Context: an optimization exercise on an open-source flow, tuned for small area, a short achievable clock period and few clock cycles per item. The choices shown serve that exercise and are no tape-out recipe.
Only simulation tests tie the RTL to the original design; equivalence was not proved.

the previous run:
==> flow/design.v (excerpt) <==
module adsr_envelope_generator_unit
(
  input  logic        clk,
  input  logic        rst_n,
  input  logic        in_valid,
  output logic        in_stall,
  input  logic [24:0] in_data,
  output logic        out_valid,
  input  logic        out_stall,
  output logic [26:0] out_data,
  input  logic        cfg_we,
  input  logic [2:0]  cfg_index,
  input  logic [23:0] cfg_wdata
);
==> flow/config.mk <==
export PLATFORM = sky130hd
export DESIGN_NAME = adsr_envelope_generator_unit
export DESIGN_NICKNAME = adsr_envelope_generator_unit
export VERILOG_FILES = /design/flow/design.v
export SDC_FILE = /design/flow/constraint.sdc
export NUM_CORES = 4
export LEC_CHECK = 0
export ABC_AREA = 1
export CAP_MARGIN = 0
export CORE_MARGIN = 2
export CORE_UTILIZATION = 68
export SLEW_MARGIN = 0
==> flow/constraint.sdc <==
create_clock -name core_clock -period 16.0 [get_ports {clk}]
set_input_delay 3.2000 -clock core_clock [delete_from_list [all_inputs] [get_ports {clk}]]
set_output_delay 3.2000 -clock core_clock [all_outputs]
set_load 0.01 [all_outputs]
standard.sh (not shown) runs the stock make flow with config.mk's settings and CLKGATE_MAP_FILE= SYNTH_SCRIPT=/design/flow/synth_recipe.tcl, a recipe that flattens the netlist after the stock synthesis.
==> flow/flow/run.sh <==
#!/bin/bash
# Standard layout, with timing repair aiming at a setup slack margin of 8 ns
# (the constraints and clock period are the standard flow's own, unchanged).
set -euo pipefail
bash standard.sh SETUP_SLACK_MARGIN=8 finish > standard_flow.log 2>&1
FAIL the previous run @ global routing (5_1_grt): tool exited with error
Testbench counts of the previous run, summed over its fixed seeds: cycles 106,689, items 96,000.
#### Input delta (the current run over the previous run)
==> flow/flow/run.sh <==
#!/bin/bash
# Standard layout, with timing repair aiming at a setup slack margin of 8.5 ns
# (the constraints and clock period are the standard flow's own, unchanged).
set -euo pipefail
bash standard.sh SETUP_SLACK_MARGIN=8.5 finish > standard_flow.log 2>&1
-- flow/config.mk --
<<< the previous run, line 9
export CAP_MARGIN = 0
>>> the current run, line 9
export CAP_MARGIN = 20
<<< the previous run, line 11
export CORE_UTILIZATION = 68
export SLEW_MARGIN = 0
>>> the current run, line 11
export CORE_UTILIZATION = 55
export SLEW_MARGIN = 20
### Flow results
Having completed the whole flow, the current run delivered a layout that passed the timing, DRC and antenna checks. Number of placed instances with taps included: higher on the current run. The current run -> the previous run: synthesized-area fraction occupied by ao, oa, aoi and oai cells delta 0, exact match. In the flow results for the previous run and the current run, the post-cts resize count is smaller on the previous run. Total half-perimeter wirelength after legalization and detailed placement went up by a few percent going from the previous run to the current run.

---

## build 76
Starting RTL as in the previous note.
export LEC_CHECK = 0
export ABC_AREA = 1
export CAP_MARGIN = 20
export CORE_MARGIN = 2
export CORE_UTILIZATION = 55
export SLEW_MARGIN = 20
create_clock -name core_clock -period 16.0 [get_ports {clk}]
==> flow/flow/run.sh <==
#!/bin/bash
# Standard layout, with timing repair aiming at a setup slack margin of 9 ns
# (the constraints and clock period are the standard flow's own, unchanged).
set -euo pipefail
bash standard.sh SETUP_SLACK_MARGIN=9 finish > standard_flow.log 2>&1
Testbench counts of build 76, summed over its fixed seeds: cycles 106,689, items 96,000.
### build 76 -> build 18
Settings: ABC_AREA no longer set, was 1.
==> flow/flow/run.sh <==
#!/bin/bash
# Standard layout, with timing repair aiming at a setup slack margin of 7 ns
# (the constraints and clock period are the standard flow's own, unchanged).
set -euo pipefail
bash standard.sh SETUP_SLACK_MARGIN=7 finish > standard_flow.log 2>&1
Findings:
- For build 76 and build 18, there was not a single run that failed to finish clean.
- Per the comparison of build 18 with build 76, via count now smaller; number of stages on the worst setup path now smaller; end-of-flow core utilization now smaller.
- Post-route fraction of the period consumed by the critical path was higher in the run labelled build 18.
- Against build 76, final worst setup slack in build 18 came out worse.
- Design area sits lower in build 18 than in build 76.
- Overall die width essentially unchanged between build 18 and build 76.
Changes in build 90 relative to build 18:
Settings: putting ABC_AREA at 1 where nothing was set.
==> run summary <==
Compared with build 18, in build 90 part of the Yosys area used for sequential elements about even, worst-case hold slack rose 0.0073 ns.
Against build 18, build 90 reports a worst reg-to-reg setup slack that is higher.
The clock network contribution to total cell area of build 18 and that of build 90 are within noise of each other.

==> port drivers added, routing unchanged <==
Ports are ideal in the flow. The routed layouts listed here were re-timed in OpenROAD. Step 1 sets driving cells, clkbuf_16 on the clock port and buf_2 on the other inputs (assumed; they add their load-dependent delay and slew). Step 2 also shifts input and output timing later by t, the mid clock arrival at the registers, as if the neighbouring blocks saw the same clock. a / b / c = no drivers / after step 1 / after step 2; a / b = the first two.
run	t (ns)	setup slack, ns	worst data-port slew with drivers (ns)
the current run	0.550	8.253 / 8.253 / 8.253	0.04
build 76	0.543	8.316 / 8.316 / 8.316	0.04
build 18	0.558	7.216 / 7.216 / 7.216	0.04
build 90	0.557	7.335 / 7.335 / 7.335	0.04
After both steps setup and hold are still met in every run listed.
